This design comes from an exercise in tuning for small area on the open sky130 flow, not from production work.
The RTL was checked by simulation tests, not by an equivalence proof against the original design.
Power figures rest on the tool's default switching activity, not on a simulated workload.

===== flow/run.sh =====
#!/bin/bash
# synth_recipe.tcl (not shown) runs the flow's synth.tcl, then flattens the netlist and writes it again
# the make line also repeats each setting of config.mk as NAME=value (left out here)
make -C /OpenROAD-flow-scripts/flow DESIGN_CONFIG=/design/flow/config.mk WORK_HOME=/design/flow/orfs CLKGATE_MAP_FILE= SYNTH_SCRIPT=/design/flow/synth_recipe.tcl finish

===== flow/config.mk =====
export PLATFORM = sky130hd
export DESIGN_NAME = pkt_match_top
export DESIGN_NICKNAME = pkt_match_top
export VERILOG_FILES = /design/flow/design.v
export SDC_FILE = /design/flow/constraint.sdc
export NUM_CORES = 4
export LEC_CHECK = 0
export CAP_MARGIN = 20
export CORE_MARGIN = 2
export CORE_UTILIZATION = 40
export SLEW_MARGIN = 20

===== flow/constraint.sdc =====
create_clock -name core_clock -period 5.0 [get_ports {clk_net}]
set_input_delay 1.0000 -clock core_clock [delete_from_list [all_inputs] [get_ports {clk_net}]]
set_output_delay 1.0000 -clock core_clock [all_outputs]
set_load 0.01 [all_outputs]

===== flow/design.v =====
`default_nettype none
package pkt_match_pkg;
  localparam int WORD_BYTES = 8;
  localparam int TYPE_BYTES = 4;
  localparam int TYPE_MAX_OFF = WORD_BYTES - TYPE_BYTES;
  typedef logic [8*WORD_BYTES-1:0] data_t;
  typedef logic [$clog2(WORD_BYTES)-1:0] last_byte_t;
  typedef logic [$clog2(WORD_BYTES)-1:0] byte_off_t;
  typedef logic [3:0] word_off_t;
  typedef logic [15:0] buffer_t;
  typedef logic [8*TYPE_BYTES-1:0] type_pat_t;
  typedef struct packed {
    logic       sop;
    logic       eop;
    last_byte_t last_byte;
    data_t      data;
  } pkt_word_t;
  typedef struct packed {
    word_off_t word;
    byte_off_t off;
  } type_sel_t;
  typedef struct packed {
    logic      valid;
    word_off_t off;
    data_t     pattern;
    buffer_t   buffer;
  } sym_match_t;
  localparam int SYM_BITS = 1 + 4 + 8*WORD_BYTES + 16;
  typedef struct packed {
    pkt_word_t word;
    buffer_t   buffer;
  } out_word_t;
  typedef struct packed {
    pkt_word_t word;
    logic      first;
    logic      type_found;
    logic      sym_found;
    buffer_t   sym_buffer;
  } cmp_word_t;
  typedef enum logic [0:0] {
    IDLE      = 1'b0,
    IN_PACKET = 1'b1
  } pkt_state_t;
  function automatic logic [WORD_BYTES-1:0] last_byte_mask(last_byte_t last_byte);
    logic [WORD_BYTES-1:0] mask;
    for (int i = 0; i < WORD_BYTES; i++) begin
      mask[i] = (i <= last_byte);
    end
    last_byte_mask = mask;
  endfunction
endpackage
`default_nettype wire
`timescale 1ns/1ps
`default_nettype none
module pkt_match_top
#(
  parameter int N_SYMBOLS = 4
) (
  input  logic                         clk_net,
  input  logic                         rst_net,
  input  logic                         in_vld,
  input  pkt_match_pkg::pkt_word_t                    in_word,
  input  pkt_match_pkg::type_sel_t                    type_sel,
  input  pkt_match_pkg::type_pat_t                    type_pat,
  input  logic [N_SYMBOLS-1:0][pkt_match_pkg::SYM_BITS-1:0]   symbols,
  output logic                         out_vld,
  output pkt_match_pkg::out_word_t                    out_word
);
  logic                       in_pkt_r;
  logic [3:0]                 idx_r;
  logic                       got_type_r;
  logic                       got_sym_r;
  logic [1:0]                 sym_idx_r;
  pkt_match_pkg::type_sel_t   tsel_r;
  pkt_match_pkg::type_pat_t   tpat_r;
  logic [N_SYMBOLS-1:0][pkt_match_pkg::SYM_BITS-1:0] syms_r;
  pkt_match_pkg::type_sel_t   tsel;
  pkt_match_pkg::type_pat_t   tpat;
  logic [N_SYMBOLS-1:0][pkt_match_pkg::SYM_BITS-1:0] syms;
  logic        sop, eop;
  logic [2:0]  lb;
  logic [63:0] data;
  logic        sop_acc;
  logic [3:0]  idx;
  logic [31:0] tsh;
  logic        t_off_ok, t_len_ok, tf;
  logic [N_SYMBOLS-1:0] hit;
  logic        full_word, sf;
  logic [1:0]  hi_idx;
  logic        type_any, sym_any;
  logic [1:0]  sel_idx;
  pkt_match_pkg::sym_match_t sym_k;
  logic [15:0] buf_sel;
  always_comb begin
    sop  = in_word.sop;
    eop  = in_word.eop;
    lb   = in_word.last_byte;
    data = in_word.data;
    sop_acc = in_vld & sop;
    tsel = sop_acc ? type_sel : tsel_r;
    tpat = sop_acc ? type_pat : tpat_r;
    syms = sop_acc ? symbols  : syms_r;
    idx = sop ? 4'd0 : idx_r + 4'd1;
    case (tsel.off[1:0])
      2'd0: tsh = data[31:0];
      2'd1: tsh = data[39:8];
      2'd2: tsh = data[47:16];
      default: tsh = data[55:24];
    endcase
    if (tsel.off[2]) tsh = data[63:32];
    t_off_ok = ~tsel.off[2] | (tsel.off[1:0] == 2'd0);
    t_len_ok = ~eop | ({1'b0, lb} >= ({1'b0, tsel.off} + 4'd3));
    tf = (tsel.word == idx) & t_off_ok & t_len_ok & (tsh == tpat);
    for (int k = 0; k < N_SYMBOLS; k++) begin
      sym_k = syms[k];
      hit[k] = sym_k.valid & (sym_k.off == idx) & (sym_k.pattern == data);
    end
    full_word = ~eop | (lb == 3'd7);
    sf = full_word & (|hit);
    hi_idx = hit[3] ? 2'd3 : hit[2] ? 2'd2 : hit[1] ? 2'd1 : 2'd0;
    type_any = tf | (~sop & got_type_r);
    sym_any  = sf | (~sop & got_sym_r);
    sel_idx  = sf ? hi_idx : sym_idx_r;
    sym_k   = syms[sel_idx];
    buf_sel = sym_k.buffer;
    out_vld         = in_vld & (sop | in_pkt_r);
    out_word.word   = in_word;
    out_word.buffer = (eop & type_any & sym_any) ? buf_sel : 16'd0;
  end
  always_ff @(posedge clk_net) begin
    if (rst_net) begin
      in_pkt_r <= 1'b0;
    end else if (out_vld) begin
      in_pkt_r <= ~eop;
    end
  end
  always_ff @(posedge clk_net) begin
    if (in_vld) begin
      idx_r      <= idx;
      got_type_r <= type_any;
      got_sym_r  <= sym_any;
      sym_idx_r  <= sel_idx;
    end
  end
  always_ff @(posedge clk_net) begin
    tsel_r <= tsel;
    tpat_r <= tpat;
    syms_r <= syms;
  end
endmodule
`default_nettype wire

==> results of run 1 <==
## critical path: stages
cell,delay (ns)
buf_8,0.10
and2_4,0.20
buf_12,0.16
buf_12,0.16
buf_12,0.14
buf_4,0.13
buf_4,0.17
a21oi_1,0.13
a32oi_1,0.14
a221oi_2,0.35
nand4_1,0.22
or4_4,0.60
o21bai_4,0.17
a22oi_4,0.09
buf_12,0.20
buf_6,0.14
or4b_1,0.56
a31oi_2,0.17
buf_2,0.16
## state kept, by name (all words and copies together), names as in the netlist
register,cells
syms_r,340
got_type_r,1
in_pkt_r,1
sym_idx_r,2
got_sym_r,1
tpat_r,32
tsel_r,7
idx_r,4
## Yosys cell counts (21+ instances only)
| master | n |
|---|---|
| buf_2 | 35 |
| a221o_1 | 21 |
| a31oi_1 | 28 |
| nand4_1 | 23 |
| o22ai_1 | 39 |
| a21bo_2 | 24 |
| inv_1 | 181 |
| nor4_1 | 28 |
| a21oi_1 | 70 |
| mux2i_1 | 102 |
| nor2b_1 | 32 |
| clkbuf_1 | 116 |
| nand2_1 | 645 |
| mux2_2 | 43 |
| xor2_1 | 57 |
| a222oi_1 | 26 |
| o21ai_0 | 73 |
| nand3_1 | 65 |
| xnor2_1 | 118 |
| buf_1 | 24 |
| buf_4 | 76 |
| or4b_1 | 32 |
| dfxtp_1 | 380 |
| o211ai_1 | 22 |
| a2111oi_0 | 26 |
| nor2_1 | 48 |
## per-stage QoR
step,utilization (%),total power (uW)
floorplan,-,5200
global placement,59.3,6890
detailed placement,59.3,6940
CTS,63.7,10600
global route,64.4,11100
finish,64.5,10800
## report_power, final
part           leakage [uW]  switching [uW]  internal (uW)
sequential          0.00328             219           3540
combinational        0.0116            1760           1670
clock              0.000776            1440           2150
total                0.0156            3410           7360
## per-layer routing
metal  track usage, %  vias up  part of all wire, %
met3             9.24      390                   10
met5                0        -                0.021
met4             26.7        4                  7.3
met2             65.3     1677                   43
met1             53.9    12200                   39
li1                 -    11200                    -
## path summary, 6_finish.rpt
path | from | to | cells past startpoint
worst max-delay path | in_vld | out_word[4] | 19
worst min-delay path | syms_r[95]$_DFF_P_ | syms_r[95]$_DFF_P_ | 2
worst max register to register | idx_r[0]$_DFFE_PP_ | sym_idx_r[1]$_DFFE_PP_ | 13
worst min register to register | syms_r[95]$_DFF_P_ | syms_r[95]$_DFF_P_ | 2
## area by class of cell
type                       count  area [um2]  area share (%)
clock buffer                  66        1370            3.94
timing repair buffer        1159       10900            31.5
tap                          696         871            2.51
antenna                        2        5.00          0.0144
clock inverter                14         205           0.590
inverter                     188         744            2.14
sequential                   388        7850            22.6
multi-input combinational   1851       12800            36.7
timing repair inverter         1        8.76          0.0252
## kinds of logic (layout without fill, tap and decap cells)
group,count (synthesis),after routing,share of synthesized area [%]
and+or+nand+nor,997,997,21.2
AOI/OAI and AO/OA,516,516,17.6
buffers and inverters,453,1428,9.76
DFF,388,388,35.9
xor gates and xnor gates,175,175,7.01
muxes,160,160,8.32
adders and majority gates,3,3,0.172
other,0,2,0
## timing repair
| item | 4_1_cts | 5_1_grt |
|---|---|---|
| endpoints found under the setup margin | 16 | 16 |
| gates cloned | 5 | 0 |
| setup buffers | 25 | 7 |
| pin swaps | 40 | 21 |
| gates resized for setup | 210 | 81 |
==> out/qor.yml, run 1 <==
yosys:
  synthArstFlopShare_pct: 0
  synth-seq-area-share_pct: 35.9
  synthCells: 2692
  ys_ff_latch: 388
  synth_top_area_share_pct: 34.8
  synth_area_leaders: "dfxtp_1 35%, nand2_1 11%, xnor2_1 4.7%"
  synth_area_per_cell_um2: 8.12
  synth_edf_count: 8
  yosys.area.top_type: "dfxtp_1"
  syn_nets: 3146
  ys_warn_count: 1
  synth-main-ff-cell: "dfxtp_1"
  synthDistinctLibCells: 89
  synth_area_um2: 21900
place:
  dp_hpwl_mm: 98.9
  placed_area_um2: 32000
  portBuffers: 536
  gp_congestion: 1.09
  dp_cells: 4246
  place_ws_ns: -1.95
floorplanning:
  die_w_um: 238
  die_height_um: 238
  coreArea_um2: 53900
  start_util_pct: 40.5
  boundaryPins: 537
  num_rows: 85
  fp.dieArea_um2: 56500
cts:
  cts_made_buffers: 45
  clk_latency_ns: 0.58
  cts_tree: "built"
  clockBufferDepth: 3
  cts_sinks: 388
  clk_pin_slew_ns: 0.06
  clockRootBuffer: "clkbuf_16"
  htree_levels: 2
  holdBufCountCts: 0
drt:
  vias: 25400
  routedWlPerCell_um: 28.5
  drc: 0
  first_pass_iters: 7
  drtIter0Drc: 2949
  vias_per_cell: 5.82
  final_antenna_net_count: 0
  routed_wl_mm: 124
outcome:
  outcome: "finished with violations"
  violatedChecks: "setup timing"
layout:
  final_common_cell: "nand2_1"
  nets: 4088
  fin_cells: 4365
  fillCellCount: 4601
  drive_above_1_share_pct: 26.2
  final_cell_area_um2: 34800
  final_cell_mix: "645 x nand2_1, 543 x buf_4, 491 x clkdlybuf4s50_1, 380 x dfxtp_1, 172 x inv_1"
  syn2layout_area_growth_pct: 59.0
global_route:
  grtUsageTotal_pct: 42.4
  overflow: 0
  grt_max_degree: 76
  grt_pass1_vias: 25000
  grt_first_pass_wirelength_mm: 173
  antenna_found_initial: 4
pwr:
  irDropWorstVdd_mv: 0.227
  p_leak_uw: 0.0156
  p_per_area_nw_per_um2: 310
sta:
  fin_crit_ns: 6.03
  worstMarginPinSlew_ns: 0.771
  relSlewSlack_pct: 48.2
  setup_violations: 16
  period_share_pct: 121
  drv_slew: 0
  skew_ns: 0.0168
  fin_ws_ns: -1.03
  rsz0062_at_grt: "yes"
  hold_viol: 0
  fmax_mhz: 166
  hold_ws_ns: 0.447
  fin_setup_tns_ns: -15.76
setup_path:
  cp_max_fo: 9
  r2r_slack_ns: 1.27
  start_kind: "primary input"
  crit_arrival_ns: 5.03
  worstPathRequired_ns: 4.00
  crit_path_end_kind: "output port"
  critPathKind: "primary input to output port"
flow_run:
  maxCapViolCount: 0
worst_hold_path:
  hold_path.class: "flip-flop to flip-flop"
==> run 2, diff against run 1 <==
--- a/flow/design.v
+++ b/flow/design.v
@@ -69,3 +69,9 @@
   logic                       in_pkt_r;
+  logic                       accept;
+  logic                       vld_r;
+  pkt_match_pkg::pkt_word_t   word_r;
   logic [3:0]                 idx_r;
+  pkt_match_pkg::type_sel_t   tsel_r;
+  pkt_match_pkg::type_pat_t   tpat_r;
+  logic [N_SYMBOLS-1:0][pkt_match_pkg::SYM_BITS-1:0] syms_r;
   logic                       got_type_r;
@@ -73,8 +79,2 @@
   logic [1:0]                 sym_idx_r;
-  pkt_match_pkg::type_sel_t   tsel_r;
-  pkt_match_pkg::type_pat_t   tpat_r;
-  logic [N_SYMBOLS-1:0][pkt_match_pkg::SYM_BITS-1:0] syms_r;
-  pkt_match_pkg::type_sel_t   tsel;
-  pkt_match_pkg::type_pat_t   tpat;
-  logic [N_SYMBOLS-1:0][pkt_match_pkg::SYM_BITS-1:0] syms;
   logic        sop, eop;
@@ -82,4 +82,2 @@
   logic [63:0] data;
-  logic        sop_acc;
-  logic [3:0]  idx;
   logic [31:0] tsh;
@@ -93,13 +91,31 @@
   logic [15:0] buf_sel;
+  assign accept = in_vld & (in_word.sop | in_pkt_r);
+  always_ff @(posedge clk_net) begin
+    if (rst_net) begin
+      in_pkt_r <= 1'b0;
+      vld_r    <= 1'b0;
+    end else begin
+      vld_r <= accept;
+      if (accept) begin
+        in_pkt_r <= ~in_word.eop;
+      end
+    end
+  end
+  always_ff @(posedge clk_net) begin
+    word_r <= in_word;
+    if (accept) begin
+      idx_r <= in_word.sop ? 4'd0 : idx_r + 4'd1;
+    end
+    if (in_vld & in_word.sop) begin
+      tsel_r <= type_sel;
+      tpat_r <= type_pat;
+      syms_r <= symbols;
+    end
+  end
   always_comb begin
-    sop  = in_word.sop;
-    eop  = in_word.eop;
-    lb   = in_word.last_byte;
-    data = in_word.data;
-    sop_acc = in_vld & sop;
-    tsel = sop_acc ? type_sel : tsel_r;
-    tpat = sop_acc ? type_pat : tpat_r;
-    syms = sop_acc ? symbols  : syms_r;
-    idx = sop ? 4'd0 : idx_r + 4'd1;
-    case (tsel.off[1:0])
+    sop  = word_r.sop;
+    eop  = word_r.eop;
+    lb   = word_r.last_byte;
+    data = word_r.data;
+    case (tsel_r.off[1:0])
       2'd0: tsh = data[31:0];
@@ -109,9 +125,9 @@
     endcase
-    if (tsel.off[2]) tsh = data[63:32];
-    t_off_ok = ~tsel.off[2] | (tsel.off[1:0] == 2'd0);
-    t_len_ok = ~eop | ({1'b0, lb} >= ({1'b0, tsel.off} + 4'd3));
-    tf = (tsel.word == idx) & t_off_ok & t_len_ok & (tsh == tpat);
+    if (tsel_r.off[2]) tsh = data[63:32];
+    t_off_ok = ~tsel_r.off[2] | (tsel_r.off[1:0] == 2'd0);
+    t_len_ok = ~eop | ({1'b0, lb} >= ({1'b0, tsel_r.off} + 4'd3));
+    tf = (tsel_r.word == idx_r) & t_off_ok & t_len_ok & (tsh == tpat_r);
     for (int k = 0; k < N_SYMBOLS; k++) begin
-      sym_k = syms[k];
-      hit[k] = sym_k.valid & (sym_k.off == idx) & (sym_k.pattern == data);
+      sym_k = syms_r[k];
+      hit[k] = sym_k.valid & (sym_k.off == idx_r) & (sym_k.pattern == data);
     end
@@ -123,6 +139,6 @@
     sel_idx  = sf ? hi_idx : sym_idx_r;
-    sym_k   = syms[sel_idx];
+    sym_k   = syms_r[sel_idx];
     buf_sel = sym_k.buffer;
-    out_vld         = in_vld & (sop | in_pkt_r);
-    out_word.word   = in_word;
+    out_vld         = vld_r;
+    out_word.word   = word_r;
     out_word.buffer = (eop & type_any & sym_any) ? buf_sel : 16'd0;
@@ -130,11 +146,3 @@
   always_ff @(posedge clk_net) begin
-    if (rst_net) begin
-      in_pkt_r <= 1'b0;
-    end else if (out_vld) begin
-      in_pkt_r <= ~eop;
-    end
-  end
-  always_ff @(posedge clk_net) begin
-    if (in_vld) begin
-      idx_r      <= idx;
+    if (vld_r) begin
       got_type_r <= type_any;
@@ -144,7 +152,2 @@
   end
-  always_ff @(posedge clk_net) begin
-    tsel_r <= tsel;
-    tpat_r <= tpat;
-    syms_r <= syms;
-  end
 endmodule
==> run 2 against run 1 <==
  * Still fails the layout checks on setup timing
  * Sequential cell count is 70 higher
  * Clock skew is 0.018 ns higher
  * Total power is 10% lower
  * Final cell count is 38% lower
  * Combinational power is 62% lower
  * Synthesized cell count is 48% lower
  * Die area is 10% lower
  * Register-to-register slack better by 0.62 ns
  * Core utilization is 6.0 points lower
  * Worst setup slack better by 0.92 ns
  * Largest cell class is now sequential cells
  * Highest routed layer unchanged
==> out/qor.yml, run 2 <==
cts:
  cts_sinks: 458  # +18%
  clk_pin_slew_ns: 0.06  # about the same
  cts_made_buffers: 50  # +11%
  clockBufferDepth: 3  # unchanged
  htree_levels: 2  # unchanged
  cts_tree: "built"
  clockRootBuffer: "clkbuf_16"
  clk_latency_ns: 0.62  # +0.04 ns
layout:
  final_cell_area_um2: 28400  # -18%
  syn2layout_area_growth_pct: 45.3
  reg_top3: "syms_r (340), word_r (69), tpat_r (32)"
  final_cell_mix: "520 x clkdlybuf4s50_1, 387 x edfxtp_1, 167 x xnor2_1, 110 x buf_4, 78 x xor2_1"
  nets: 2492  # -39%
  final_common_cell: "clkdlybuf4s50_1"
  largest_register_ffs: 340  # unchanged
  final_core_util_pct: 58.5  # -6.0 points
  top_register: "syms_r"
  drive_above_1_share_pct: 13.7  # -12 points
drt:
  vias_per_cell: 5.42  # -6.7%
  first_pass_iters: 8  # +1
  drtIter0Drc: 1502  # -49%
  vias: 14700  # -42%
  final_antenna_net_count: 0  # unchanged
  routedWlPerCell_um: 30.5  # +7.2%
  routed_wl_mm: 82.4  # -34%
  drc: 0  # unchanged
yosys:
  yosys-top-cells-count: "387 x edfxtp_1, 167 x xnor2_1, 78 x xor2_1"
  synthCells: 1403  # -48%
  synthDistinctLibCells: 63  # -29%
  synth-seq-area-share_pct: 66.6  # +31 points
  synth_area_per_cell_um2: 14.0  # +72%
  yosysMostFrequentCell: "edfxtp_1"
  synth-main-ff-cell: "edfxtp_1"
  ys_warn_count: 1  # unchanged
  synth_area_um2: 19600  # -10%
  synth_top_area_share_pct: 59.4  # +25 points
  synthArstFlopShare_pct: 0  # unchanged
  yosys.area.top_type: "edfxtp_1"
  syn_nets: 1863  # -41%
  synth_area_leaders: "edfxtp_1 59%, xnor2_1 7.5%, dfxtp_1 7.3%"
  synth_edf_count: 387  # +379
  ys_ff_latch: 458  # +18%
sta:
  relSlewSlack_pct: 40.2  # -8.0 points
  worstMarginPinSlew_ns: 0.897  # +0.126 ns
  period_share_pct: 102  # -18 points
  drv_slew: 0  # unchanged
  fin_crit_ns: 5.11  # -0.923 ns
  setup_violations: 15  # -1
  hold_viol: 0  # unchanged
  fmax_mhz: 196  # +18%
  skew_ns: 0.0350  # +0.0182 ns
  fin_ws_ns: -0.111  # +0.923 ns
  rsz0062_at_grt: "yes"
pwr:
  switching_share_pct: 24.4  # -7.2 points
  irDropWorstVdd_mv: 0.281  # +24%
  pwr-share-seq_pct: 47.6  # +13 points
  internal-power_uw: 7310  # -0.77%
  switchingPower_uw: 2360  # -31%
  p_leak_uw: 0.0102  # -35%
  p_clk_share_pct: 38.7  # +5.4 points
  pwr-share-comb_pct: 13.7  # -18 points
  p_per_area_nw_per_um2: 340  # +9.7%
setup_path:
  r2r_slack_ns: 1.89  # +0.62 ns
  reg2reg_depth: 8  # -5
  critPathLaunch: "tsel_r[0]$_DFFE_PP_"
  cp_max_fo: 8  # -1
  r2r-end: "sym_idx_r[0]$_DFFE_PP_"
  worstPathRequired_ns: 4.00  # about the same
  crit_arrival_ns: 4.11  # -0.92 ns
  setup.worst_path.end: "out_word[9]"
  critPathKind: "flip-flop to output port"
  start_kind: "flip-flop"
  crit_path_end_kind: "output port"
  r2r_start: "syms_r[75]$_DFFE_PP_"
place:
  portBuffers: 536  # unchanged
  gp_congestion: 0.923  # -15%
  place_ws_ns: -0.0118  # +1.94 ns
  dp_hpwl_mm: 64.2  # -35%
  placed_area_um2: 26300  # -18%
global_route:
  grtUsageTotal_pct: 32.0  # -10 points
  grt_max_degree: 60  # -21%
  overflow: 0  # unchanged
  antenna_found_initial: 11  # +7
  grt_first_pass_wirelength_mm: 111  # -36%
  grt_pass1_vias: 14800  # -41%
outcome:
  violatedChecks: "setup timing"
  outcome: "finished with violations"
floorplanning:
  coreArea_um2: 48600  # -9.8%
  die_w_um: 225  # -5.3%
  die_height_um: 225  # -5.3%
  boundaryPins: 537  # unchanged
  start_util_pct: 40.2  # -0.31 points
  fp.dieArea_um2: 50700  # -10%
  num_rows: 81  # -4.7%
flow_run:
  maxCapViolCount: 0  # unchanged
worst_hold_path:
  hold_path.class: "flip-flop to flip-flop"
## run 2: cell families after synthesis
kind of cell | synth area share, %
DFF | 66.6
and+or+nand+nor | 11.0
xor gates and xnor gates | 11.0
AOI/OAI and AO/OA | 6.28
buffers and inverters | 2.84
muxes | 1.74
adders and majority gates | 0.575
## run 2: power groups by stage
stage	Sequential, uW	Clock [uW]	Combinational [uW]
after floorplan	4610	0	540
after global placement	4680	0	1260
after detailed placement	4680	0	1260
after CTS	4600	3800	1310
after global routing	4620	3940	1400
final	4610	3740	1320
## run 2: critical path, cell delays in order (launching register included)
cell,delay (ns)
edfxtp_1,0.46
inv_2,0.11
ha_4,0.23
buf_12,0.15
buf_4,0.15
a22oi_1,0.23
and3_1,0.24
or3_1,0.12
nand4_1,0.12
and4b_1,0.33
nand4_1,0.16
o32ai_2,0.36
o311a_1,0.28
buf_12,0.14
buf_12,0.12
o211a_1,0.18
buf_6,0.11
## run 2: worst min path at each step
stage	depth (start not counted)	to	slack [ns]	from
final	1	in_pkt_r$_SDFFE_PP0P_	0.49	in_pkt_r$_SDFFE_PP0P_
after global routing	1	in_pkt_r$_SDFFE_PP0P_	0.50	in_pkt_r$_SDFFE_PP0P_
after CTS	1	in_pkt_r$_SDFFE_PP0P_	0.48	in_pkt_r$_SDFFE_PP0P_
after detailed placement	1	in_pkt_r$_SDFFE_PP0P_	0.47	in_pkt_r$_SDFFE_PP0P_
after global placement	1	in_pkt_r$_SDFFE_PP0P_	0.45	in_pkt_r$_SDFFE_PP0P_
after floorplan	1	in_pkt_r$_SDFFE_PP0P_	0.44	in_pkt_r$_SDFFE_PP0P_
## run 2: stage by stage
step           power (uW)  instances  setup TNS (ns)  hold slack, ns
2_1_floorplan        5150       1403               0           0.441
3_3_place_gp         5940       2580         -0.0557           0.449
3_5_place_dp         5940       2580         -0.0214           0.471
4_1_cts              9710       2689         -0.0703           0.485
5_1_grt              9960       2699           -2.61           0.504
6_report             9670       2702           -1.26           0.486
## run 2: repair_timing
item / in CTS / in global routing
buffers inserted: 11 / 5
endpoints found under the hold margin: 0 / 0
hold buffers: 0 / 0
setup endpoints to repair: 16 / 16
gates cloned: 5 / 1
pin swaps: 8 / 22
gates resized for setup: 96 / 18
## run 2: area by class of cell
| type | count | area [um2] |
|---|---|---|
| Sequential cell | 458 | 13100 |
| Antenna cell | 7 | 17.5 |
| Clock buffer | 73 | 1480 |
| Clock inverter | 20 | 198 |
| Timing Repair Buffer | 670 | 6640 |
| Multi-Input combinational cell | 814 | 6120 |
| Fill cell | 3911 | 20200 |
| Inverter | 38 | 143 |
| Tap cell | 622 | 778 |
## run 2: routing by layer
metal / track usage (%) / vias up / part of all wire [%]
li1: - / 6541 / -
met1: 41.5 / 7221 / 41
met3: 7.34 / 133 / 8.3
met4: 10.9 / 12 / 3.1
met2: 52.7 / 749 / 48
met5: 0 / - / 0.10
==> run 3, diff against run 2 <==
--- a/flow/config.mk
+++ b/flow/config.mk
@@ -10,2 +10,3 @@
 export CORE_UTILIZATION = 40
+export CTS_BUF_LIST = sky130_fd_sc_hd__clkbuf_4
 export SLEW_MARGIN = 20
==> run 3 against run 2 <==
  * Still fails the layout checks on setup timing
  * Register-to-register slack better by 0.02 ns
  * Non-clock buffer count did not move
  * Die area unchanged
  * Worst hold slack gained 0.0023 ns
  * Sequential cell count unchanged
  * Fmax decreased by 5.5%
  * Critical path depth unchanged
  * Final cell count is 4.8% higher
  * Via count up 3.7%
  * Largest cell class unchanged
==> out/qor.yml, run 3 <==
global_route:
  overflow: 0  # unchanged
  grt_first_pass_wirelength_mm: 112  # +1.3%
  grt_max_degree: 60  # unchanged
  grt_pass1_vias: 15400  # +3.6%
  grtUsageTotal_pct: 32.4  # +0.41 points
  antenna_found_initial: 10  # -1
layout:
  register_area_um2: 13100  # about the same
  reg_top3: "syms_r (340), word_r (69), tpat_r (32)"
  syn2layout_area_growth_pct: 45.0
  largest_register_ffs: 340  # unchanged
  fin_cells: 2833  # +4.8%
  final_cell_area_um2: 28400  # -0.20%
  drive_above_1_share_pct: 18.5  # +4.8 points
  multi_input_area_um2: 6150  # +0.37%
  final_common_cell: "clkdlybuf4s50_1"
  final_core_util_pct: 58.3  # -0.12 points
  final_cell_mix: "520 x clkdlybuf4s50_1, 387 x edfxtp_1, 189 x clkbuf_4, 167 x xnor2_1, 110 x buf_4"
  fillCellCount: 4009  # +2.5%
  top_register: "syms_r"
  nets: 2560  # +2.7%
yosys:
  synthAdderAreaFrac_pct: 0.575  # unchanged
  synth_top_area_share_pct: 59.4  # unchanged
  synth_area_leaders: "edfxtp_1 59%, xnor2_1 7.5%, dfxtp_1 7.3%"
  synth_top_family_by_area: "simple AND/OR/NAND/NOR gates"
  synthMuxAreaShare_pct: 1.74  # unchanged
  synth_xor_area_share_pct: 11.0  # unchanged
  yosysMostFrequentCell: "edfxtp_1"
  synth-main-ff-cell: "edfxtp_1"
  synth_area_um2: 19600  # unchanged
  syn_nets: 1863  # unchanged
  yosys.area.top_type: "edfxtp_1"
  synth-seq-area-share_pct: 66.6  # unchanged
  ys_ff_latch: 458  # unchanged
  synth_compound_area_share_pct: 6.28  # unchanged
  synthDistinctLibCells: 63  # unchanged
  synth-simple-area-share_pct: 11.0  # unchanged
  synthCells: 1403  # unchanged
  ys_warn_count: 1  # unchanged
  synthArstFlopShare_pct: 0  # unchanged
  synth_edf_count: 387  # unchanged
  yosys-top-cells-count: "387 x edfxtp_1, 167 x xnor2_1, 78 x xor2_1"
  synth_area_per_cell_um2: 14.0  # unchanged
sta:
  relSlewSlack_pct: 40.3  # +0.12 points
  period_share_pct: 108  # +5.9 points
  worstMarginPinSlew_ns: 0.895  # -0.00180 ns
  fin_crit_ns: 5.41  # +0.296 ns
  rsz0062_at_grt: "yes"
  setup_violations: 16  # +1
  skew_ns: 0.0509  # +0.0159 ns
  fmax_mhz: 185  # -5.5%
  drv_slew: 0  # unchanged
  hold_viol: 0  # unchanged
  fin_ws_ns: -0.407  # -0.296 ns
place:
  gp_congestion: 0.923  # unchanged
  placed_area_um2: 26300  # unchanged
  portBuffers: 536  # unchanged
  dp_hpwl_mm: 64.2  # unchanged
  place_ws_ns: -0.0118  # unchanged
  dp_cells: 2580  # unchanged
setup_path:
  crit_path_end_kind: "output port"
  start_kind: "flip-flop"
  r2r-end: "sym_idx_r[0]$_DFFE_PP_"
  critPathLaunch: "tsel_r[0]$_DFFE_PP_"
  path_cells: "inv_2 -> ha_4 -> buf_12 -> buf_4 -> a22oi_1 -> and3_1 -> or3_1 -> nand4_1 -> and4b_1 -> nand4_1 -> o32ai_2 -> o311a_1 -> buf_12 -> clkbuf_16 -> o211a_1 -> buf_6"
  worstPathRequired_ns: 4.00  # about the same
  cp_max_fo: 8  # unchanged
  crit_arrival_ns: 4.41  # +0.30 ns
  critPathKind: "flip-flop to output port"
  cpPeakStageDelay_ns: 0.47  # about the same
  setup.worst_path.end: "out_word[9]"
  r2r_slack_ns: 1.91  # +0.02 ns
  reg2reg_depth: 8  # unchanged
  r2r_start: "syms_r[75]$_DFFE_PP_"
  crit_slowest_cell: "edfxtp_1"
outcome:
  outcome: "finished with violations"
  violatedChecks: "setup timing"
drt:
  vias_per_cell: 5.36  # -1.1%
  first_pass_iters: 8  # unchanged
  routed_wl_mm: 83.2  # +0.90%
  routedWlPerCell_um: 29.4  # -3.8%
  drtIter0Drc: 1599  # +6.5%
  final_antenna_net_count: 0  # unchanged
  vias: 15200  # +3.7%
  drc: 0  # unchanged
cts:
  clockBufferDepth: 3  # unchanged
  cts_made_buffers: 118  # +140%
  clockRootBuffer: "clkbuf_4"
  cts_tree: "built"
  holdBufCountCts: 0  # unchanged
  clk_pin_slew_ns: 0.07  # about the same
  htree_levels: 3  # +1
  clk_latency_ns: 0.91  # +0.29 ns
  cts_sinks: 458  # unchanged
floorplanning:
  die_w_um: 225  # unchanged
  num_rows: 81  # unchanged
  boundaryPins: 537  # unchanged
  die_height_um: 225  # unchanged
  coreArea_um2: 48600  # unchanged
  start_util_pct: 40.2  # unchanged
  fp.dieArea_um2: 50700  # unchanged
pwr:
  p_leak_uw: 0.0103  # +1.3%
  irDropWorstVdd_mv: 0.249  # -12%
  p_per_area_nw_per_um2: 326  # -4.2%
worst_hold_path:
  hold_path.class: "flip-flop to flip-flop"
flow_run:
  maxCapViolCount: 0  # unchanged
==> run 3: cell counts after synthesis <==
No cell type changed its count.
==> run 3: worst min path at each step <==
stage | depth (start not counted) | from | slack, ns | end
floorplan | 1 | in_pkt_r$_SDFFE_PP0P_ | 0.44 | in_pkt_r$_SDFFE_PP0P_
global placement | 1 | in_pkt_r$_SDFFE_PP0P_ | 0.45 | in_pkt_r$_SDFFE_PP0P_
detailed placement | 1 | in_pkt_r$_SDFFE_PP0P_ | 0.47 | in_pkt_r$_SDFFE_PP0P_
CTS | 1 | in_word[17] | 0.43 | word_r[17]$_DFF_P_
global route | 1 | in_word[42] | 0.43 | word_r[42]$_DFF_P_
finish | 1 | in_pkt_r$_SDFFE_PP0P_ | 0.49 | in_pkt_r$_SDFFE_PP0P_
==> run 3: cells by family (layout without fill, tap and decap cells) <==
| group | after synthesis | count (layout) |
|---|---|---|
| flip-flops | 458 | 458 |
| AND/OR/NAND/NOR | 375 | 375 |
| XOR/XNOR | 245 | 245 |
| AO/OA/AOI/OAI | 153 | 153 |
| buffers and inverters | 131 | 932 |
| multiplexers | 32 | 32 |
| adder cells (fa/ha/maj) | 9 | 9 |
| other | 0 | 7 |
==> run 3: stage by stage <==
stage	setup TNS, ns	hold slack, ns	total power [uW]
global placement	-0.0557	0.449	5940
finish	-5.89	0.488	9250
global route	-7.75	0.427	9610
CTS	-6.30	0.429	9300
floorplan	0	0.441	5150
detailed placement	-0.0214	0.471	5940
==> run 3: critical path: cells and delay by family, from the launching register on <==
kind	cells	cell delay (ns)
flip-flops	1	0.47
AO/OA/AOI/OAI	4	1.03
adder cells (fa/ha/maj)	1	0.22
AND/OR/NAND/NOR	5	0.97
buffers and inverters	6	0.82
==> run 3: layout make-up <==
| cell class | count | area share [%] |
|---|---|---|
| Clock buffer | 189 | 5.00 |
| Clock inverter | 35 | 0.564 |
| Inverter | 38 | 0.503 |
| Tap cell | 622 | 2.74 |
| Antenna cell | 7 | 0.0617 |
| Timing Repair Buffer | 670 | 23.4 |
| Multi-Input combinational cell | 814 | 21.7 |
| Sequential cell | 458 | 46.0 |
==> run 3: layer usage <==
| metal | global-route usage [%] | vias to the layer above | wire length [um] |
|---|---|---|---|
| met2 | 53.4 | 828 | 40400 |
| li1 | - | 6757 | - |
| met4 | 10.4 | 8 | 2350 |
| met3 | 7.74 | 148 | 6650 |
| met5 | 0 | - | 63 |
| met1 | 42.1 | 7450 | 33700 |
==> run 3: timing repair <==
item,4_1_cts,5_1_grt
cloned,5,1
buffers inserted,12,4
pin swaps,9,24
gates resized for setup,71,47
endpoints found under the setup margin,16,16
==> run 3: power by group <==
part           switching [uW]  internal (uW)  leakage (uW)
clock                    1590           1720      0.000946
sequential                187           4420       0.00423
combinational             609            719       0.00517
==> run 4, diff against run 3 <==
--- a/flow/design.v
+++ b/flow/design.v
@@ -73,3 +73,4 @@
   logic [3:0]                 idx_r;
-  pkt_match_pkg::type_sel_t   tsel_r;
+  logic [3:0]                 tword_r;
+  logic [4:0]                 toh_r;
   pkt_match_pkg::type_pat_t   tpat_r;
@@ -77,4 +78,3 @@
   logic                       got_type_r;
-  logic                       got_sym_r;
-  logic [1:0]                 sym_idx_r;
+  logic [N_SYMBOLS-1:0]       sym_oh_r;
   logic        sop, eop;
@@ -83,8 +83,7 @@
   logic [31:0] tsh;
-  logic        t_off_ok, t_len_ok, tf;
+  logic        t_len_ok, tf;
   logic [N_SYMBOLS-1:0] hit;
   logic        full_word, sf;
-  logic [1:0]  hi_idx;
+  logic [N_SYMBOLS-1:0] hi_oh, sel_oh;
   logic        type_any, sym_any;
-  logic [1:0]  sel_idx;
   pkt_match_pkg::sym_match_t sym_k;
@@ -109,3 +108,4 @@
     if (in_vld & in_word.sop) begin
-      tsel_r <= type_sel;
+      tword_r <= type_sel.word;
+      for (int i = 0; i <= 4; i++) toh_r[i] <= (type_sel.off == 3'(i));
       tpat_r <= type_pat;
@@ -119,12 +119,9 @@
     data = word_r.data;
-    case (tsel_r.off[1:0])
-      2'd0: tsh = data[31:0];
-      2'd1: tsh = data[39:8];
-      2'd2: tsh = data[47:16];
-      default: tsh = data[55:24];
-    endcase
-    if (tsel_r.off[2]) tsh = data[63:32];
-    t_off_ok = ~tsel_r.off[2] | (tsel_r.off[1:0] == 2'd0);
-    t_len_ok = ~eop | ({1'b0, lb} >= ({1'b0, tsel_r.off} + 4'd3));
-    tf = (tsel_r.word == idx_r) & t_off_ok & t_len_ok & (tsh == tpat_r);
+    tsh = '0;
+    for (int i = 0; i <= 4; i++) begin
+      tsh = tsh | ({32{toh_r[i]}} & data[8*i +: 32]);
+    end
+    t_len_ok = ~eop | (toh_r[0] & (lb >= 3'd3)) | (toh_r[1] & (lb >= 3'd4)) |
+               (toh_r[2] & (lb >= 3'd5)) | (toh_r[3] & (lb >= 3'd6)) | (toh_r[4] & (lb == 3'd7));
+    tf = (tword_r == idx_r) & (|toh_r) & t_len_ok & (tsh == tpat_r);
     for (int k = 0; k < N_SYMBOLS; k++) begin
@@ -135,8 +132,11 @@
     sf = full_word & (|hit);
-    hi_idx = hit[3] ? 2'd3 : hit[2] ? 2'd2 : hit[1] ? 2'd1 : 2'd0;
+    hi_oh = {hit[3], hit[2] & ~hit[3], hit[1] & ~hit[2] & ~hit[3], hit[0] & ~hit[1] & ~hit[2] & ~hit[3]};
     type_any = tf | (~sop & got_type_r);
-    sym_any  = sf | (~sop & got_sym_r);
-    sel_idx  = sf ? hi_idx : sym_idx_r;
-    sym_k   = syms_r[sel_idx];
-    buf_sel = sym_k.buffer;
+    sel_oh   = sf ? hi_oh : (sop ? '0 : sym_oh_r);
+    sym_any  = |sel_oh;
+    buf_sel = '0;
+    for (int k = 0; k < N_SYMBOLS; k++) begin
+      sym_k   = syms_r[k];
+      buf_sel = buf_sel | ({16{sel_oh[k]}} & sym_k.buffer);
+    end
     out_vld         = vld_r;
@@ -148,4 +148,3 @@
       got_type_r <= type_any;
-      got_sym_r  <= sym_any;
-      sym_idx_r  <= sel_idx;
+      sym_oh_r   <= sel_oh;
     end
==> flow/flow/run.sh (new file) <==
#!/bin/bash
# Standard layout, with single-drive buffers on the ports instead of the
# delay buffers buffer_ports picks by default.
set -euo pipefail
bash standard.sh "BUFFER_PORTS_ARGS=-buffer_cell sky130_fd_sc_hd__buf_1" finish > standard_flow.log 2>&1
==> flow/standard.sh (new file) <==
#!/bin/bash
# synth_recipe.tcl (not shown) runs the flow's synth.tcl, then flattens the netlist and writes it again
# the make line also repeats each setting of config.mk as NAME=value (left out here)
make -C /OpenROAD-flow-scripts/flow DESIGN_CONFIG=/design/flow/config.mk WORK_HOME=/design/flow/orfs CLKGATE_MAP_FILE= SYNTH_SCRIPT=/design/flow/synth_recipe.tcl "${@:-finish}"
--- a/flow/config.mk
+++ b/flow/config.mk
@@ -10,3 +10,2 @@
 export CORE_UTILIZATION = 40
-export CTS_BUF_LIST = sky130_fd_sc_hd__clkbuf_4
 export SLEW_MARGIN = 20
removed: flow/run.sh
==> run 4 against run 3 <==
  * The run now finishes clean
  * Die area is 1.3% lower
  * Worst hold slack worse by 0.010 ns
  * Combinational power is 34% lower
  * Sequential cell count is 3 higher
  * Core utilization is 7.4 points lower
  * Worst setup slack better by 0.49 ns
  * Critical path depth is 6 lower
  * Final cell count is 8.9% lower
  * Sequential power is 2% higher
  * Highest routed layer unchanged
==> out/qor.yml, run 4 <==
outcome:
  outcome: "no timing/DRC/antenna violations"
yosys:
  synthMuxAreaShare_pct: 0  # -1.7 points
  synth_xor_area_share_pct: 11.2  # +0.24 points
  synth_area_leaders: "edfxtp_1 61%, xor2_1 8.2%, dfxtp_1 7.4%"
  synth_area_um2: 19300  # -1.4%
  synth_area_per_cell_um2: 14.4  # +3.3%
  synth-simple-area-share_pct: 10.3  # -0.67 points
  ys_ff_latch: 461  # +0.66%
  yosys-top-cells-count: "390 x edfxtp_1, 181 x xor2_1, 71 x dfxtp_1"
  synth_edf_count: 390  # +0.78%
  synth_top_area_share_pct: 60.7  # +1.3 points
  synthArstFlopShare_pct: 0  # unchanged
  synthAdderAreaFrac_pct: 0.0648  # -0.51 points
  synth_compound_area_share_pct: 7.30  # +1.0 points
  synth_top_family_by_area: "XOR/XNOR gates"
  ys_warn_count: 1  # unchanged
  syn_nets: 1792  # -3.8%
  yosys.area.top_type: "edfxtp_1"
  synthCells: 1340  # -4.5%
  synthDistinctLibCells: 64  # +1.6%
  synth-main-ff-cell: "edfxtp_1"
  yosysMostFrequentCell: "edfxtp_1"
  synth-seq-area-share_pct: 68.0  # +1.4 points
pwr:
  switchingPower_uw: 2320  # -3.0%
  p_per_area_nw_per_um2: 389  # +19%
  pwr-share-seq_pct: 49.5  # -0.3 points
  pwr-share-comb_pct: 9.4  # -5.0 points
  p_leak_uw: 0.00816  # -21%
  switching_share_pct: 24.6  # -1.3 points
  irDropWorstVdd_mv: 0.331  # +33%
  p_clk_share_pct: 41.1  # +5.2 points
  p_total_uw: 9430  # +1.9%
  internal-power_uw: 7110  # +3.7%
floorplanning:
  die_w_um: 224  # -0.67%
  die_height_um: 224  # -0.67%
  coreArea_um2: 47600  # -2.1%
  start_util_pct: 40.5  # +0.29 points
  boundaryPins: 537  # unchanged
  num_rows: 80  # -1.2%
  fp.dieArea_um2: 50000  # -1.3%
cts:
  clockBufferDepth: 3  # unchanged
  cts_made_buffers: 50  # -58%
  holdBufCountCts: 0  # unchanged
  cts_sinks: 461  # +0.66%
  cts_tree: "built"
  clk_latency_ns: 0.61  # -0.30 ns
  clockRootBuffer: "clkbuf_16"
  clk_pin_slew_ns: 0.06  # about the same
  htree_levels: 2  # -1
layout:
  final_cell_mix: "536 x buf_1, 390 x edfxtp_1, 181 x xor2_1, 81 x buf_4, 66 x xnor2_1"
  drive_above_1_share_pct: 11.1  # -7.4 points
  nets: 2371  # -7.4%
  largest_register_ffs: 340  # unchanged
  fillCellCount: 4243  # +5.8%
  reg_top3: "syms_r (340), word_r (69), tpat_r (32)"
  top_register: "syms_r"
  final_common_cell: "buf_1"
  syn2layout_area_growth_pct: 25.6
setup_path:
  path_cells: "buf_4 -> xnor2_1 -> nand4_1 -> nor4bb_1 -> or4b_1 -> nor4_1 -> a21oi_2 -> a32oi_1 -> a31oi_2 -> buf_1"
  crit_arrival_ns: 3.92  # -0.49 ns
  worstPathRequired_ns: 4.00  # about the same
  crit_path_end_kind: "output port"
  critPathBufInv: 2  # -4
  cp_max_fo: 17  # +9
  start_kind: "flip-flop"
  cpPeakStageDelay_ns: 0.56  # +0.09 ns
  crit_slowest_cell: "dfxtp_1"
  critPathKind: "flip-flop to output port"
  cpLargestDelayFamily: "simple AND/OR/NAND/NOR gates"
sta:
  hold_ws_ns: 0.478  # -0.0104 ns
  drv_slew: 0  # unchanged
  hold_viol: 0  # unchanged
  fin_crit_ns: 4.92  # -0.487 ns
  setup_violations: 0  # -16
  fmax_mhz: 203  # +9.9%
  worstMarginPinSlew_ns: 1.19  # +0.296 ns
  relSlewSlack_pct: 20.6  # -20 points
  fin_setup_tns_ns: 0  # +5.89 ns
  skew_ns: 0.0237  # -0.0271 ns
  period_share_pct: 98.4  # -9.7 points
  rsz0062_at_grt: "yes"
place:
  portBuffers: 536  # unchanged
  gp_congestion: 0.982  # +6.4%
  dp_hpwl_mm: 59.0  # -8.0%
global_route:
  antenna_found_initial: 12  # +2
  grt_max_degree: 74  # +23%
  grt_first_pass_wirelength_mm: 102  # -9.1%
  overflow: 0  # unchanged
  grt_pass1_vias: 14100  # -8.0%
  grtUsageTotal_pct: 29.4  # -2.9 points
drt:
  drc: 0  # unchanged
  routed_wl_mm: 75.9  # -8.7%
  first_pass_iters: 10  # +2
  routedWlPerCell_um: 29.4  # +0.14%
  final_antenna_net_count: 0  # unchanged
  vias: 14500  # -4.8%
  drtIter0Drc: 1705  # +6.6%
  vias_per_cell: 5.60  # +4.5%
flow_run:
  maxCapViolCount: 0  # unchanged
worst_hold_path:
  hold_path.class: "flip-flop to flip-flop"
## run 4: repair_timing
| item | CTS | global route |
|---|---|---|
| resized for setup | 11 | 13 |
| buffers inserted | 3 | 9 |
| pin swaps | 3 | 1 |
| endpoints found under the setup margin | 16 | 16 |
## run 4: metrics by stage
stage | instances | utilization [%] | cell area [um2] | worst slack (ns)
after floorplan | 1340 | - | 19300 | 0.904
after global routing | 2582 | 50.9 | 24200 | -0.0431
after global placement | 2470 | 46.8 | 22300 | 0.390
after CTS | 2567 | 50.6 | 24100 | 0.000964
final | 2582 | 50.9 | 24200 | 0.0795
after detailed placement | 2470 | 46.8 | 22300 | 0.331
## run 4: cells by family after synthesis
| logic type | Yosys count |
|---|---|
| xor+xnor | 247 |
| fa+ha+maj | 1 |
| flops | 461 |
| simple gates | 326 |
| buf+inv | 136 |
| compound gates | 169 |
## run 4: final cells by class
| type | instances | area, um2 | area share, % |
|---|---|---|---|
| clock buffers | 67 | 1410 | 5.81 |
| flip-flops and latches | 461 | 13100 | 54.2 |
| clock inverters | 27 | 325 | 1.34 |
| diodes | 6 | 15.0 | 0.0619 |
| multi-input cells | 743 | 5660 | 23.3 |
| inverters | 37 | 140 | 0.578 |
| well taps | 615 | 769 | 3.17 |
| repair buffers | 626 | 2780 | 11.5 |
## run 4: per-layer routing
metal | wire length, um | track usage, % | up-vias
met3 | 6490 | 6.16 | 178
met5 | 73 | 0 | -
met2 | 35400 | 47.2 | 872
met4 | 3290 | 12.4 | 10
li1 | - | - | 6231
met1 | 30700 | 39.0 | 7173
## run 4: final timing paths
kind | end | slack, ns | start | cells past startpoint
hold reg to reg | in_pkt_r$_SDFFE_PP0P_ | 0.48 | in_pkt_r$_SDFFE_PP0P_ | 1
setup reg to reg | sym_oh_r[2]$_DFFE_PP_ | 1.81 | word_r[43]$_DFF_P_ | 8
hold / removal | in_pkt_r$_SDFFE_PP0P_ | 0.48 | in_pkt_r$_SDFFE_PP0P_ | 1
setup / recovery | out_word[14] | 0.08 | word_r[15]$_DFF_P_ | 10
## run 4: power by group through the flow
| stage | clock, uW | combinational [uW] | sequential [uW] |
|---|---|---|---|
| floorplan | 0 | 471 | 4630 |
| global placement | 0 | 851 | 4750 |
| detailed placement | 0 | 848 | 4740 |
| CTS | 3930 | 858 | 4670 |
| global route | 4070 | 944 | 4680 |
| finish | 3870 | 884 | 4670 |
==> run 5, diff against run 4 <==
--- a/flow/config.mk
+++ b/flow/config.mk
@@ -10,2 +10,4 @@
 export CORE_UTILIZATION = 40
+export CTS_CLUSTER_DIAMETER = 80
+export CTS_CLUSTER_SIZE = 40
 export SLEW_MARGIN = 20
==> run 5 against run 4 <==
  * Highest routed layer unchanged
  * Routed wire length decreased by 1.1%
  * Still clean
  * Synthesized cell count unchanged
  * Clock power decreased by 28%
  * Global-route usage decreased by 0.31 points
  * Critical endpoint unchanged
  * Sequential share of layout area increased by 1.5 points
  * Largest power group unchanged
  * Final area decreased by 2.6%
==> out/qor.yml, run 5 <==
yosys:
  synth_top_area_share_pct: 60.7  # unchanged
  synth_area_leaders: "edfxtp_1 61%, xor2_1 8.2%, dfxtp_1 7.4%"
  ys_warn_count: 1  # unchanged
  synthDistinctLibCells: 64  # unchanged
  synthCells: 1340  # unchanged
  synth_area_per_cell_um2: 14.4  # unchanged
  yosys-top-cells-count: "390 x edfxtp_1, 181 x xor2_1, 71 x dfxtp_1"
  ys_ff_latch: 461  # unchanged
  synthArstFlopShare_pct: 0  # unchanged
  synth_edf_count: 390  # unchanged
  yosysMostFrequentCell: "edfxtp_1"
  synth-seq-area-share_pct: 68.0  # unchanged
  syn_nets: 1792  # unchanged
  synth-main-ff-cell: "edfxtp_1"
  yosys.area.top_type: "edfxtp_1"
  synth_area_um2: 19300  # unchanged
sta:
  relSlewSlack_pct: 19.4  # -1.2 points
  drv_slew: 0  # unchanged
  period_share_pct: 98.2  # -0.17 points
  fin_crit_ns: 4.91  # -0.00856 ns
  hold_viol: 0  # unchanged
  fmax_mhz: 204  # +0.17%
  setup_violations: 0  # unchanged
  hold_ws_ns: 0.449  # -0.0282 ns
  worstMarginPinSlew_ns: 1.21  # +0.0183 ns
  skew_ns: 0.0376  # +0.0139 ns
floorplanning:
  die_w_um: 224  # unchanged
  num_rows: 80  # unchanged
  fp.dieArea_um2: 50000  # unchanged
  boundaryPins: 537  # unchanged
  die_height_um: 224  # unchanged
  start_util_pct: 40.5  # unchanged
  coreArea_um2: 47600  # unchanged
place:
  gp_congestion: 0.982  # unchanged
  portBuffers: 536  # unchanged
  dp_hpwl_mm: 59.0  # unchanged
  dp_cells: 2470  # unchanged
global_route:
  grtUsageTotal_pct: 29.1  # -0.31 points
  grt_first_pass_wirelength_mm: 102  # -0.38%
  grt_pass1_vias: 13900  # -1.5%
  antenna_found_initial: 11  # -1
  grt_max_degree: 74  # unchanged
  overflow: 0  # unchanged
cts:
  clockRootBuffer: "clkbuf_16"
  cts_tree: "built"
  clk_pin_slew_ns: 0.12  # +0.06 ns
  cts_sinks: 461  # unchanged
  clk_latency_ns: 0.63  # +0.02 ns
  holdBufCountCts: 0  # unchanged
  clockBufferDepth: 3  # unchanged
  htree_levels: 1  # -1
  cts_made_buffers: 27  # -46%
drt:
  drc: 0  # unchanged
  final_antenna_net_count: 0  # unchanged
  vias: 14100  # -2.4%
  first_pass_iters: 10  # unchanged
  routedWlPerCell_um: 29.6  # +0.66%
  drtIter0Drc: 1900  # +11%
  routed_wl_mm: 75.1  # -1.1%
  vias_per_cell: 5.56  # -0.73%
layout:
  reg_top3: "syms_r (340), word_r (69), tpat_r (32)"
  fin_cells: 2538  # -1.7%
  fillCellCount: 4278  # +0.82%
  final_common_cell: "buf_1"
  drive_above_1_share_pct: 9.70  # -1.4 points
  register_area_um2: 13100  # about the same
  largest_register_ffs: 340  # unchanged
  final_cell_mix: "536 x buf_1, 390 x edfxtp_1, 181 x xor2_1, 82 x buf_4, 66 x xnor2_1"
  syn2layout_area_growth_pct: 22.3
  multi_input_area_um2: 5670  # +0.27%
  top_register: "syms_r"
  nets: 2348  # -0.97%
flow_run:
  maxCapViolCount: 0  # unchanged
setup_path:
  critPathKind: "flip-flop to output port"
  worstPathRequired_ns: 4.00  # about the same
  cp_max_fo: 17  # unchanged
  start_kind: "flip-flop"
  crit_path_end_kind: "output port"
  crit_arrival_ns: 3.91  # about the same
pwr:
  p_per_area_nw_per_um2: 352  # -9.3%
  irDropWorstVdd_mv: 0.248  # -25%
  p_leak_uw: 0.00781  # -4.2%
worst_hold_path:
  hold_path.class: "primary input to flip-flop"
outcome:
  outcome: "no timing/DRC/antenna violations"
## run 5: cells by family (layout without fill, tap and decap cells)
logic type,count (synthesis),after routing,synth area share [%]
flops,461,461,68.0
simple gates,326,326,10.3
xor+xnor,247,247,11.2
compound gates,169,169,7.30
buf+inv,136,713,3.11
fa+ha+maj,1,1,0.0648
other cells,0,6,0
## run 5: cell type report
| type | count | area share (%) |
|---|---|---|
| Antenna cell | 6 | 0.0636 |
| Multi-Input combinational cell | 743 | 24.0 |
| Clock buffer | 28 | 2.88 |
| Inverter | 37 | 0.593 |
| Timing Repair Buffer | 626 | 11.7 |
| Sequential cell | 461 | 55.7 |
| Clock inverter | 22 | 1.77 |
| Tap cell | 615 | 3.26 |
## run 5: critical path, cell delays in order, from the launching register on
cell and delay [ns]:
dfxtp_1 0.66, xnor2_1 0.24, nand4_1 0.16, nor4bb_1 0.30, or4b_1 0.49, nor4_1 0.40
a21oi_2 0.28, a32oi_1 0.45, a31oi_2 0.14, buf_1 0.15
## run 5: final timing paths
kind                         start                     to  slack [ns]  cells past startpoint
min                     in_word[2]      word_r[2]$_DFF_P_        0.45                      1
max reg2reg     word_r[43]$_DFF_P_  sym_oh_r[2]$_DFFE_PP_        1.76                      8
max             word_r[62]$_DFF_P_           out_word[14]        0.09                      9
min reg2reg  in_pkt_r$_SDFFE_PP0P_  in_pkt_r$_SDFFE_PP0P_        0.49                      1
## run 5: where the power goes
part	total (uW)	internal [uW]	switching, uW
clock network	2780	1170	1610
logic	879	352	527
registers	4660	4440	221
total	8320	5960	2360
## run 5: layer usage
metal / share of wire, % / wire length (um) / global-route usage [%] / up-vias
li1: - / - / - / 6157
met3: 8.0 / 6000 / 4.66 / 124
met5: 0.092 / 69 / 0 / -
met1: 41 / 30900 / 39.7 / 6977
met4: 3.6 / 2720 / 10.2 / 10
met2: 47 / 35400 / 47.5 / 846
## run 5: repair_timing
action	4_1_cts	5_1_grt
pin swaps	4	2
buffers inserted	4	7
setup endpoints to repair	16	16
gates cloned	0	1
gates resized for setup	15	13
## run 5: metrics by stage
stage	total power, uW	setup TNS [ns]	instance area, um2	util (%)	worst slack [ns]
3_5_place_dp	5590	0	22300	46.8	0.331
6_report	8320	0	23600	49.6	0.0881
5_1_grt	8580	-0.00612	23600	49.6	-0.00612
2_1_floorplan	5100	0	19300	-	0.904
4_1_cts	8350	0	23500	49.3	0.00303
3_3_place_gp	5600	0	22300	46.8	0.390
==> run 6, diff against run 5 <==
--- a/flow/config.mk
+++ b/flow/config.mk
@@ -9,3 +9,3 @@
 export CORE_MARGIN = 2
-export CORE_UTILIZATION = 40
+export CORE_UTILIZATION = 50
 export CTS_CLUSTER_DIAMETER = 80
==> run 6 against run 5 <==
  * Still clean
  * Sequential share of layout area increased by 0.72 points
  * Register-to-register slack improved by 0.15 ns
  * Routed wire length decreased by 6.3%
  * Clock skew decreased by 0.0019 ns
  * Non-clock buffer count unchanged
  * Final cell count decreased by 4.2%
  * Sequential cell count unchanged
  * Final area decreased by 1.2%
  * Critical path type unchanged
  * Largest power group unchanged
==> out/qor.yml, run 6 <==
setup_path:
  cpPeakStageDelay_ns: 0.65  # about the same
  critPathKind: "flip-flop to output port"
  crit_slowest_cell: "edfxtp_1"
  worstPathRequired_ns: 4.00  # about the same
  crit_path_end_kind: "output port"
  path_cells: "buf_4 -> a222oi_1 -> nand2_1 -> xor2_1 -> nor4_1 -> nand4_1 -> o32ai_4 -> o311ai_4 -> buf_12 -> a31oi_2 -> buf_1"
  crit_arrival_ns: 3.91  # about the same
  start_kind: "flip-flop"
  cp_max_fo: 20  # +3
sta:
  worstMarginPinSlew_ns: 0.887  # -0.323 ns
  relSlewSlack_pct: 40.9  # +22 points
  fin_ws_ns: 0.0931  # +0.00500 ns
  setup_violations: 0  # unchanged
  skew_ns: 0.0356  # -0.00193 ns
  hold_ws_ns: 0.453  # +0.00360 ns
  fin_setup_tns_ns: 0  # unchanged
  fmax_mhz: 204  # +0.10%
  fin_crit_ns: 4.91  # -0.00500 ns
  hold_viol: 0  # unchanged
  period_share_pct: 98.1  # -0.10 points
  drv_slew: 0  # unchanged
yosys:
  synth_area_leaders: "edfxtp_1 61%, xor2_1 8.2%, dfxtp_1 7.4%"
  syn_nets: 1792  # unchanged
  yosysMostFrequentCell: "edfxtp_1"
  synth_edf_count: 390  # unchanged
  synthArstFlopShare_pct: 0  # unchanged
  synth_area_um2: 19300  # unchanged
  yosys.area.top_type: "edfxtp_1"
  synth_top_area_share_pct: 60.7  # unchanged
  synth-main-ff-cell: "edfxtp_1"
  ys_ff_latch: 461  # unchanged
  synthDistinctLibCells: 64  # unchanged
  synth_area_per_cell_um2: 14.4  # unchanged
  synth-seq-area-share_pct: 68.0  # unchanged
  ys_warn_count: 1  # unchanged
  synthCells: 1340  # unchanged
  yosys-top-cells-count: "390 x edfxtp_1, 181 x xor2_1, 71 x dfxtp_1"
layout:
  fin_cells: 2431  # -4.2%
  reg_top3: "syms_r (340), word_r (69), tpat_r (32)"
  top_register: "syms_r"
  final_common_cell: "buf_1"
  final_cell_mix: "536 x buf_1, 390 x edfxtp_1, 181 x xor2_1, 83 x buf_4, 66 x xnor2_1"
  nets: 2348  # unchanged
  syn2layout_area_growth_pct: 20.9
  largest_register_ffs: 340  # unchanged
  drive_above_1_share_pct: 9.81  # +0.10 points
drt:
  drc: 0  # unchanged
  routedWlPerCell_um: 29.0  # -2.1%
  vias_per_cell: 5.87  # +5.6%
  drtIter0Drc: 1718  # -9.6%
  final_antenna_net_count: 0  # unchanged
  first_pass_iters: 9  # -1
  routed_wl_mm: 70.4  # -6.3%
  vias: 14300  # +1.1%
cts:
  clk_pin_slew_ns: 0.12  # about the same
  htree_levels: 1  # unchanged
  clk_latency_ns: 0.62  # about the same
  cts_sinks: 461  # unchanged
  clockBufferDepth: 3  # unchanged
  cts_made_buffers: 27  # unchanged
  cts_tree: "built"
  holdBufCountCts: 0  # unchanged
  clockRootBuffer: "clkbuf_16"
global_route:
  overflow: 0  # unchanged
  grt_pass1_vias: 14000  # +0.62%
  grt_first_pass_wirelength_mm: 98.2  # -3.4%
  grt_max_degree: 96  # +30%
  grtUsageTotal_pct: 34.2  # +5.1 points
  antenna_found_initial: 7  # -4
worst_hold_path:
  hold_path.class: "primary input to flip-flop"
pwr:
  irDropWorstVdd_mv: 0.371  # +49%
  p_leak_uw: 0.00775  # -0.74%
  p_total_uw: 8100  # -2.7%
  p_per_area_nw_per_um2: 347  # -1.6%
floorplanning:
  num_rows: 71  # -11%
  die_height_um: 201  # -10%
  coreArea_um2: 37800  # -21%
  die_w_um: 201  # -10%
  start_util_pct: 51.0  # +10 points
  boundaryPins: 537  # unchanged
  fp.dieArea_um2: 40200  # -20%
place:
  portBuffers: 536  # unchanged
  place_ws_ns: 0.190  # -0.141 ns
  dp_cells: 2358  # -4.5%
  dp_hpwl_mm: 54.1  # -8.3%
  gp_congestion: 0.976  # -0.61%
flow_run:
  maxCapViolCount: 0  # unchanged
outcome:
  outcome: "no timing/DRC/antenna violations"
-- run 6: per-layer routing --
layer  share of wire [%]  vias up  track usage (%)
li1                    -     6165                -
met1                  39     6995             47.2
met2                  47      955             55.0
met3                  10      149             6.67
met4                 4.0        8             11.2
met5               0.075        -                0
-- run 6: cell families after synthesis --
kind of cell	count (synthesis)	synth area share [%]
AOI/OAI and AO/OA	169	7.30
xor gates and xnor gates	247	11.2
DFF	461	68.0
adders and majority gates	1	0.0648
and+or+nand+nor	326	10.3
buffers and inverters	136	3.11
-- run 6: final timing paths --
check / start / end / slack [ns] / cells after the start
worst max-delay path: toh_r[0]$_DFFE_PP_ / out_word[12] / 0.09 / 11
worst min-delay path: in_word[46] / word_r[46]$_DFF_P_ / 0.45 / 1
worst max register to register: idx_r[3]$_SDFFCE_PP0P_ / sym_oh_r[1]$_DFFE_PP_ / 1.91 / 7
worst min register to register: in_pkt_r$_SDFFE_PP0P_ / in_pkt_r$_SDFFE_PP0P_ / 0.50 / 1
-- run 6: critical path: cells and delay by family (launching register included) --
family | cells | cell delay, ns
XOR/XNOR | 1 | 0.17
buffers and inverters | 3 | 0.74
flip-flops | 1 | 0.65
AO/OA/AOI/OAI | 4 | 1.04
AND/OR/NAND/NOR | 3 | 0.68
-- run 6: timing repair --
item                                    4_1_cts  5_1_grt
buffers inserted                              1       19
endpoints found under the setup margin       16       16
pin swaps                                     2        4
gates resized for setup                       7       22
-- run 6: report_power, final --
group | internal [uW] | leakage [uW] | switching [uW]
combinational | 350 | 0.00303 | 505
sequential | 4440 | 0.00426 | 222
clock | 1130 | 0.000471 | 1450
-- run 6: stage by stage --
step	utilization, %	cell area (um2)
floorplan	-	19300
global placement	58.3	22100
detailed placement	58.3	22100
CTS	61.1	23100
global route	61.7	23300
finish	61.7	23300
-- run 6: layout make-up --
type | instances | area (um2)
multi-input combinational | 743 | 5640
antenna | 3 | 7.51
clock buffer | 30 | 707
timing repair buffer | 626 | 2760
tap | 511 | 639
inverter | 37 | 140
fill | 3108 | 14500
sequential | 461 | 13200
clock inverter | 20 | 279
==> run 7, diff against run 6 <==
--- a/flow/config.mk
+++ b/flow/config.mk
@@ -9,5 +9,3 @@
 export CORE_MARGIN = 2
-export CORE_UTILIZATION = 50
-export CTS_CLUSTER_DIAMETER = 80
-export CTS_CLUSTER_SIZE = 40
+export CORE_UTILIZATION = 60
 export SLEW_MARGIN = 20
==> run 7 against run 6 <==
  * Global-route usage rose by 5.4 points
  * Sequential share of layout area is 0.31 points lower
  * Non-clock buffer count shrank 27
  * Sequential cell count is the same
  * Synthesized area unchanged
  * Combinational power shrank 4.6%
  * Register-to-register slack worse by 0.16 ns
  * Still clean
==> out/qor.yml, run 7 <==
floorplanning:
  num_rows: 65  # -8.5%
  die_w_um: 183  # -8.5%
  boundaryPins: 537  # unchanged
  coreArea_um2: 31600  # -16%
  die_height_um: 183  # -8.5%
  start_util_pct: 61.0  # +10 points
  fp.dieArea_um2: 33600  # -16%
outcome:
  outcome: "no timing/DRC/antenna violations"
layout:
  drive_above_1_share_pct: 9.04  # -0.76 points
  final_cell_mix: "536 x buf_1, 390 x edfxtp_1, 181 x xor2_1, 66 x xnor2_1, 62 x nor4_1"
  fillCellCount: 2082  # -33%
  final_common_cell: "buf_1"
  nets: 2340  # -0.34%
  syn2layout_area_growth_pct: 21.5
sta:
  fin_crit_ns: 4.94  # +0.0298 ns
  setup_violations: 0  # unchanged
  fmax_mhz: 203  # -0.60%
  relSlewSlack_pct: 25.3  # -16 points
  hold_ws_ns: 0.481  # +0.0282 ns
  period_share_pct: 98.7  # +0.60 points
  hold_viol: 0  # unchanged
  skew_ns: 0.0316  # -0.00402 ns
worst_hold_path:
  hold_depth: 1  # unchanged
  hold_path.class: "flip-flop to flip-flop"
cts:
  clk_latency_ns: 0.59  # -0.03 ns
  clk_pin_slew_ns: 0.06  # -0.06 ns
  holdBufCountCts: 0  # unchanged
  clockBufferDepth: 3  # unchanged
  htree_levels: 2  # +1
  cts_tree: "built"
  cts_made_buffers: 46  # +70%
  cts_sinks: 461  # unchanged
drt:
  drc: 0  # unchanged
  route.met2.wl_mm: 31.5  # -3.8%
  routed.top_layer: "met4"
  vias_per_cell: 6.25  # +6.5%
  routed_wl_mm: 67.5  # -4.1%
  vias: 14600  # +2.0%
  final_antenna_net_count: 0  # unchanged
  routedWlPerCell_um: 29.0  # +0.12%
  first_pass_iters: 11  # +2
  m1WireLength_mm: 24.8  # -9.8%
yosys:
  synth_area_um2: 19300  # unchanged
  ys_warn_count: 1  # unchanged
  ys_ff_latch: 461  # unchanged
  yosys-top-cells-count: "390 x edfxtp_1, 181 x xor2_1, 71 x dfxtp_1"
  synthCells: 1340  # unchanged
  synth_edf_count: 390  # unchanged
  yosys.area.top_type: "edfxtp_1"
  synthDistinctLibCells: 64  # unchanged
  synth_area_leaders: "edfxtp_1 61%, xor2_1 8.2%, dfxtp_1 7.4%"
  synth_area_per_cell_um2: 14.4  # unchanged
  yosysMostFrequentCell: "edfxtp_1"
global_route:
  grt_pass1_vias: 14100  # +0.36%
  antenna_found_initial: 2  # -5
  grt_max_degree: 67  # -30%
setup_path:
  reg2reg_depth: 9  # +2
  worstPathRequired_ns: 4.00  # about the same
  start_kind: "flip-flop"
  critPathKind: "flip-flop to output port"
place:
  portBuffers: 536  # unchanged
  dp_hpwl_mm: 50.3  # -7.1%
  gp_congestion: 0.980  # +0.47%
pwr:
  p_leak_uw: 0.00787  # +1.4%
  pwr-share-comb_pct: 9.2  # -1.4 points
  internal-power_uw: 6740  # +14%
  irDropWorstVdd_mv: 0.413  # +11%
  switching_share_pct: 24.3  # -2.5 points
  p_clk_share_pct: 38.2  # +6.4 points
  switchingPower_uw: 2170  # -0.25%
flow_run:
  maxCapViolCount: 0  # unchanged
==> run 7: final timing paths <==
| check | from | endpoint | slack, ns |
|---|---|---|---|
| max | word_r[48]$_DFF_P_ | out_word[7] | 0.06 |
| min | in_pkt_r$_SDFFE_PP0P_ | in_pkt_r$_SDFFE_PP0P_ | 0.48 |
| max reg2reg | word_r[48]$_DFF_P_ | sym_oh_r[3]$_DFFE_PP_ | 1.75 |
| min reg2reg | in_pkt_r$_SDFFE_PP0P_ | in_pkt_r$_SDFFE_PP0P_ | 0.48 |
==> run 7: layer usage <==
layer / vias up / global-route usage (%)
met5: - / 0
met4: 0 / 19.9
met3: 207 / 8.64
met2: 1109 / 62.4
met1: 7078 / 52.5
li1: 6162 / -
==> run 7: metrics by stage <==
step,utilization (%),worst slack (ns)
floorplan,-,0.904
global placement,69.1,0.370
detailed placement,69.1,0.304
CTS,74.0,0.00632
global route,74.2,-0.00407
finish,74.2,0.0632
==> run 7: power by group through the flow <==
| stage | Clock, uW | Sequential [uW] | Combinational, uW |
|---|---|---|---|
| CTS | 3420 | 4680 | 796 |
| global route | 3570 | 4700 | 871 |
| finish | 3410 | 4690 | 816 |
| global placement | 0 | 4750 | 783 |
| detailed placement | 0 | 4750 | 785 |
| floorplan | 0 | 4630 | 471 |
==> run 7: layout make-up <==
cell class                      instances  area (um2)  share of cell area, %
Sequential cell                       461       13200                   56.1
Antenna cell                            3        7.51                 0.0320
Inverter                               37         140                  0.597
Multi-Input combinational cell        743        5610                   23.9
Tap cell                              402         503                   2.14
Timing Repair Buffer                  599        2560                   10.9
Clock inverter                         18         231                  0.987
Clock buffer                           66        1250                   5.31
==> run 7: kinds of logic (layout without fill, tap and decap cells) <==
kind of cell | Yosys count | after routing | synth area share (%)
buffers and inverters | 136 | 720 | 3.11
other | 0 | 3 | 0
AOI/OAI and AO/OA | 169 | 169 | 7.30
adders and majority gates | 1 | 1 | 0.0648
and+or+nand+nor | 326 | 326 | 10.3
xor gates and xnor gates | 247 | 247 | 11.2
DFF | 461 | 461 | 68.0
==> run 7: worst max-delay path, stage by stage (launching register included) <==
cell and delay, ns:
dfxtp_1 0.76, nand2b_1 0.21, nand4_1 0.10, nor3_1 0.49, nand4_1 0.32, nor4_4 0.40, buf_4 0.18, nor4b_2 0.04
buf_4 0.22, o21ai_0 0.32, a31oi_2 0.14, buf_1 0.15
==> run 7: what timing repair did <==
item | 4_1_cts | 5_1_grt
setup endpoints to repair | 16 | 16
resized for setup | 10 | 15
pin swaps | 1 | 2
buffers inserted | 1 | 3

Setup slack of run 7, layout unchanged: 0.063 ns with ideal ports, 0.007 ns with driving cells assumed (clock clkbuf_16, inputs buf_2), 0.640 ns with port delays also shifted by the 0.633 ns mid clock arrival.
